From an optimization exercise on the open Yosys and OpenROAD flow, aimed at small area, a short achievable clock period and few clock cycles; shortcuts taken in it are not production practice.
No functional check of the RTL was part of any run shown here.

==> flow/design.v (outline; a module is shown in full before it is edited, if it fits) <==
// module segment_convex_polygon_hit: 633 lines
module segment_convex_polygon_hit #(
	parameter int MAX_VERTICES = scph_pkg::MAX_VERTICES_DEF
) (
	input  logic                          clk,
	input  logic                          arst_n,
	input  logic                          req_valid,
	output logic                          req_stall,
	input  scph_pkg::req_t                req,
	output logic                          rsp_valid,
	input  logic                          rsp_stall,
	output scph_pkg::rsp_t                rsp,
	input  logic                          cfg_valid,
	output logic                          cfg_ready,
	input  logic [scph_pkg::CFG_BITS-1:0] cfg_data
);
  // ...
==> flow/run.sh <==
#!/bin/bash
# synth_recipe.tcl (not shown) runs the flow's synth.tcl, then flattens the netlist and writes it again
# the make line also repeats each setting of config.mk as NAME=value (left out here)
make -C /OpenROAD-flow-scripts/flow DESIGN_CONFIG=/design/flow/config.mk WORK_HOME=/design/flow/orfs CLKGATE_MAP_FILE= SYNTH_SCRIPT=/design/flow/synth_recipe.tcl finish
==> flow/config.mk <==
export PLATFORM = sky130hd
export DESIGN_NAME = segment_convex_polygon_hit
export DESIGN_NICKNAME = segment_convex_polygon_hit
export VERILOG_FILES = /design/flow/design.v
export SDC_FILE = /design/flow/constraint.sdc
export NUM_CORES = 4
export LEC_CHECK = 0
export CAP_MARGIN = 20
export CORE_MARGIN = 2
export CORE_UTILIZATION = 40
export SETUP_SLACK_MARGIN = 3.7
export SLEW_MARGIN = 20
==> flow/constraint.sdc <==
create_clock -name core_clock -period 7.5 [get_ports {clk}]
set_input_delay 1.5000 -clock core_clock [delete_from_list [all_inputs] [get_ports {clk}]]
set_output_delay 1.5000 -clock core_clock [all_outputs]
set_load 0.01 [all_outputs]
==> run summary, run 1 <==
Cells and area
The number of clock buffer instances in the layout is 217. The non-clock inverters instantiated in the layout total 1833. Sequential cells make up a little over a quarter of the cell area.

For this run, combinational gates with multiple inputs come to roughly 7400. The largest cell class by area is multi-input gates. From synthesis to final layout, the design area changed by 19.66%.

The layout cell share with drive strength beyond 1 is about 22%. Leaving out fill and tap cells, the most frequent cells in the layout are sky130_fd_sc_hd__inv_1, sky130_fd_sc_hd__xnor2_1, sky130_fd_sc_hd__fa_1.

Logic synthesis
In the synthesized netlist the dominant register cell turns out to be sky130_fd_sc_hd__dfxtp_1. The count of flip-flops with a built-in enable after synthesis is between 700 and 800. The multiplexer area fraction after synthesis is 3.553%. Counting every net in the synthesized netlist gives between 10000 and 15000.

STA
Setup violations remaining at the end of the flow were counted as 0. Setup repair after global routing could not meet its margin everywhere. On the final layout, the worst hold slack is around 0.31 ns.

Status
The run finished with no timing, DRC or antenna violations.

Placement
Once placement completed, the tool counted placed cells totaling ~15000. The estimated wirelength of the detail-placed design is around 300000 um.

Worst setup path
The number of buffers and inverters on the critical path is 5. Data arrives at the worst endpoint at ~5 ns.

Global route
The met3 usage is 8.709%.

Route
The detailed-route wire length is around 440000 um.

Die
The number of top-level pins is 84.
==> inputs of run 2 (changes only) <==
--- a/flow/config.mk
+++ b/flow/config.mk
@@ -11,2 +11,3 @@
 export SETUP_SLACK_MARGIN = 3.7
 export SLEW_MARGIN = 20
+export TNS_END_PERCENT = 5
==> run 2 against run 1 <==
  * Via count down 2.3%
  * Final area down 4.1%
  * Hold slack better by 0.015 ns
==> run summary, run 2 <==
Logic synthesis
The proportion of synthesized chip area in sequential cells is 31.71% (unchanged). The Yosys warning count came to 2 (unchanged). The share of Yosys cell area claimed by the top area cell type is 18.94% (unchanged). The count of flip-flops with a built-in enable after synthesis was 717 (unchanged).

Leading cell types by total area after synthesis: sky130_fd_sc_hd__fa_1, sky130_fd_sc_hd__edfxtp_1, sky130_fd_sc_hd__dfxtp_1 (unchanged). The average instance area after synthesis was 10.47 um^2 (unchanged). The synthesized cell area is 121000 um^2 (unchanged).

The post-synthesis share of cell area spent on xor and xnor gates is 11.16% (unchanged). The primary flip-flop cell chosen by synthesis mapping is sky130_fd_sc_hd__dfxtp_1 (unchanged). The multiplexer area fraction after synthesis was 3.553% (unchanged). The compound-cell area share of the yosys netlist was 9.823% (unchanged). The main combinational cell family by area after synthesis was adder cells (unchanged). The share of synthesized cell area in and, or, nand and nor gates came to 6.384% (unchanged).

The share of synthesized registers carrying an async set or reset came to 4.280% (unchanged). The net count after synthesis came to 13770 (unchanged). The number of library cell types mapped by synthesis came to 84 (unchanged). The adder-cell share of the synthesized area is 29.13% (unchanged). The most common cell in the netlist was sky130_fd_sc_hd__inv_1 (unchanged).

The post-synthesis register bit count is 1542 (unchanged). The number of instances in the synthesized netlist came to 11560 (unchanged). The cell type with the highest aggregate area in the netlist is sky130_fd_sc_hd__fa_1 (unchanged). Synth top cells by count: sky130_fd_sc_hd__inv_1, sky130_fd_sc_hd__fa_1, sky130_fd_sc_hd__xnor2_1 (unchanged).

STA
The worst relative slew slack is 19.49% (was 14.49%). The maximum clock frequency was 228.4 MHz (was 228.3 MHz). The number of slew-limit violations in the final report came to 0 (unchanged). The setup-violating endpoint count in the final report was 0 (unchanged). The time the worst path needs with I/O delays and setup is 4.379 ns (was 4.380 ns). The slew of the pin with the lowest slew margin is 1.199 ns (was 1.274 ns). The clock skew is 0.1230 ns (was 0.1143 ns). RSZ-0062 raised after global routing: yes (unchanged). The hold violation count in the final report came to 0 (unchanged). The share of the clock period used by the worst path came to 58.39% (about the same). The sum of negative setup slack is 0 ns (unchanged).

Die
The initial core utilization was 40.27% (unchanged). The number of top-level pins was 84 (unchanged). The height of the die is 554.1 um (unchanged). The full die area is 307000 um^2 (unchanged). The placeable core region is 300500 um^2 (unchanged).

The die span in x was 554.1 um (unchanged). The standard-cell row count came to 201 (unchanged).

Global route
The global-route wire length before repair is 607300 um (was 627500 um). The overall fraction of global-route tracks in use is 26.84% (was 27.91%). The number of global-route vias before repair is 88770 (was 90230). The initial antenna violation count is 27 (was 35). The pin count of the biggest net entering global routing is 76 (was 67). The remaining global-route overflow is 0 (unchanged).

Worst setup path
The required time of the critical path came to 8.21 ns (was 8.26 ns). The peak fanout along the critical path is 26 (was 6). The startpoint type of the worst setup path was a flop (unchanged).

The type of the worst setup path was flop to flop (unchanged). The arrival time reported for the critical path endpoint is 5.09 ns (was 5.14 ns). The capturing element type of the critical path is a flop (unchanged).

Cells and area
The total number of nets in the final design came to 13800 (was 13980). The flip-flop count of the largest register, all copies and words added was 512 (unchanged). The non-filler instance count after layout is 15710 (was 15890). The layout cell share with drive strength beyond 1 is 13.70% (was 22.46%). The number of filler instances in the final layout was 27280 (was 26700). The most common cell after layout, fill and taps aside is sky130_fd_sc_hd__inv_1 (unchanged).

Most frequent cells in the layout: sky130_fd_sc_hd__inv_1, sky130_fd_sc_hd__fa_1, sky130_fd_sc_hd__xnor2_1 (was sky130_fd_sc_hd__inv_1, sky130_fd_sc_hd__xnor2_1, sky130_fd_sc_hd__fa_1). The area added between synthesis and finish was 14.70% (was 19.66%). The top register by number of flip-flops is mem (unchanged).

Placement
The number of port buffers is 82 (unchanged). The number of cells after detailed placement is 14950 (was 14960). The final weighted congestion in routability-driven placement is 0.9475 (was 0.9847). The estimated wirelength of the detail-placed design is 296000 um (was 298700 um).

Clock tree
The clock latency on the worst-skew pair came to 0.92 ns (about the same). The level count of the clock H-tree came to 4 (unchanged). The TritonCTS clock tree is done (unchanged). The number of clock sinks was 1542 (unchanged). The clock transition time at the flip-flop clock pins of the worst setup and hold paths was 0.06 ns (was 0.08 ns). The CTS buffer count is 177 (unchanged). The largest buffer count on any clock path is 4 (unchanged). The root cell of the clock tree is sky130_fd_sc_hd__clkbuf_16 (unchanged).

Worst hold path
The worst hold path class is flop to flop (unchanged).

Flow run
The number of maximum-capacitance violations is 0 (unchanged).

Route
The number of detailed-route iterations in the first pass is 9 (was 7). The remaining design rule violation count came to 0 (unchanged). The detailed-route vias per instance came to 5.530 (was 5.596). The detailed-route wire length is 424000 um (was 440500 um).

The detailed-route via count was 86880 (was 88910). The detailed-route wire length per cell is 26.99 um (was 27.72 um). The remaining antenna violation count is 0 (unchanged). The count of routing violations after the opening detailed-route iteration is 10840 (was 10400).

Status
Run status: timing/DRC/antenna clean (unchanged).
run 2: cell counts after synthesis:
No cell type changed its count.
run 2: cells by family after synthesis:
group	after synthesis
mux	257
simple gates	1765
other cells	1
fa+ha+maj	2131
buf+inv	2656
xor+xnor	1542
flops	1542
compound gates	1669
run 2: final cells by class:
cell class              instances  area (um^2)  share of cell area (%)
multi-input cells            7370        75230                   54.19
flip-flops and latches       1542        38620                   27.82
repair buffers                662         7173                   5.167
inverters                    1833         6914                   4.981
well taps                    3958         4952                   3.567
clock buffers                 229         4943                   3.561
clock inverters                90        929.6                  0.6697
diodes                         26        65.06                 0.04687
run 2: repair_timing:
| action | in CTS | in global routing |
|---|---|---|
| pin swaps | 211 | 100 |
| gates cloned | 16 | 14 |
| hold buffers | 0 | 0 |
| hold endpoints to repair | 0 | 0 |
| resized for setup | 619 | 127 |
| endpoints found under the setup margin | 450 | 330 |
| buffers inserted | 344 | 40 |
run 2: stage by stage:
stage | hold slack (ns) | utilization (%) | setup slack [ns] | cell area, um^2
after floorplan | 0.3096 | - | 2.909 | 121000
after global routing | 0.3378 | 46.18 | 3.063 | 138800
after global placement | 0.3198 | 41.69 | 2.067 | 125300
final | 0.3278 | 46.19 | 3.121 | 138800
after detailed placement | 0.3161 | 41.71 | 2.243 | 125300
after CTS | 0.3302 | 45.77 | 3.179 | 137600
run 2: routing by layer:
layer  vias to the layer above  global-route usage, %  routed length, um
li1                      37770                      -                  -
met1                     43240                  36.47             173900
met2                      4926                  38.79             176100
met3                       929                  7.475              48500
met4                        20                  14.04              25320
met5                         -                 0.2344                161
run 2: path summary, 6_finish.rpt:
kind	startpoint	endpoint	slack [ns]	cells after the start
max	mdyd[14]	c1_uE0[14]	3.12	12
min	mo_yd[22]	aA_yd[22]	0.33	0
max reg2reg	mdyd[14]	c1_uE0[14]	3.12	12
min reg2reg	mo_yd[22]	aA_yd[22]	0.33	0
max in group asynchronous	arst_n	f_k[1]	5.79	2
min in group asynchronous	arst_n	fifo_v[1]	0.44	1
run 2: worst max-delay path, cell delays in order, from the launching register on:
cell	delay [ns]
sky130_fd_sc_hd__edfxtp_1	0.37
sky130_fd_sc_hd__buf_4	0.29
sky130_fd_sc_hd__inv_6	0.49
sky130_fd_sc_hd__buf_4	0.29
sky130_fd_sc_hd__xnor2_1	0.11
sky130_fd_sc_hd__fa_1	0.49
sky130_fd_sc_hd__inv_1	0.07
sky130_fd_sc_hd__fa_1	0.53
sky130_fd_sc_hd__inv_1	0.05
sky130_fd_sc_hd__fa_1	0.47
sky130_fd_sc_hd__fa_1	0.55
sky130_fd_sc_hd__inv_1	0.06
sky130_fd_sc_hd__fa_1	0.47

-- separate check: timing with driven ports --
No port has a modelled driver above. Below, the same layouts with a new extraction and two added sets of constraints.
Step 1: set_driving_cell puts a clkbuf_16 on clk and a buf_2 on each other input, an assumption about the parent block.
Step 2, shift: input delay + t, output delay - t, t = (earliest + latest rising clock arrival at the registers) / 2. This alone moves slack from input paths to output paths.
Slacks: ideal / step 1 / step 2; pairs: ideal / step 1.
run | t (ns) | setup slack, ns | worst setup path at the end | slew at the worst register clock pin (ns)
run 1 | 0.976 | 3.120 / 3.120 / 3.120 | register to register | 0.08 / 0.08
run 2 | 0.954 | 3.121 / 3.121 / 3.121 | register to register | 0.07 / 0.07
After both steps every run listed still meets setup and hold.
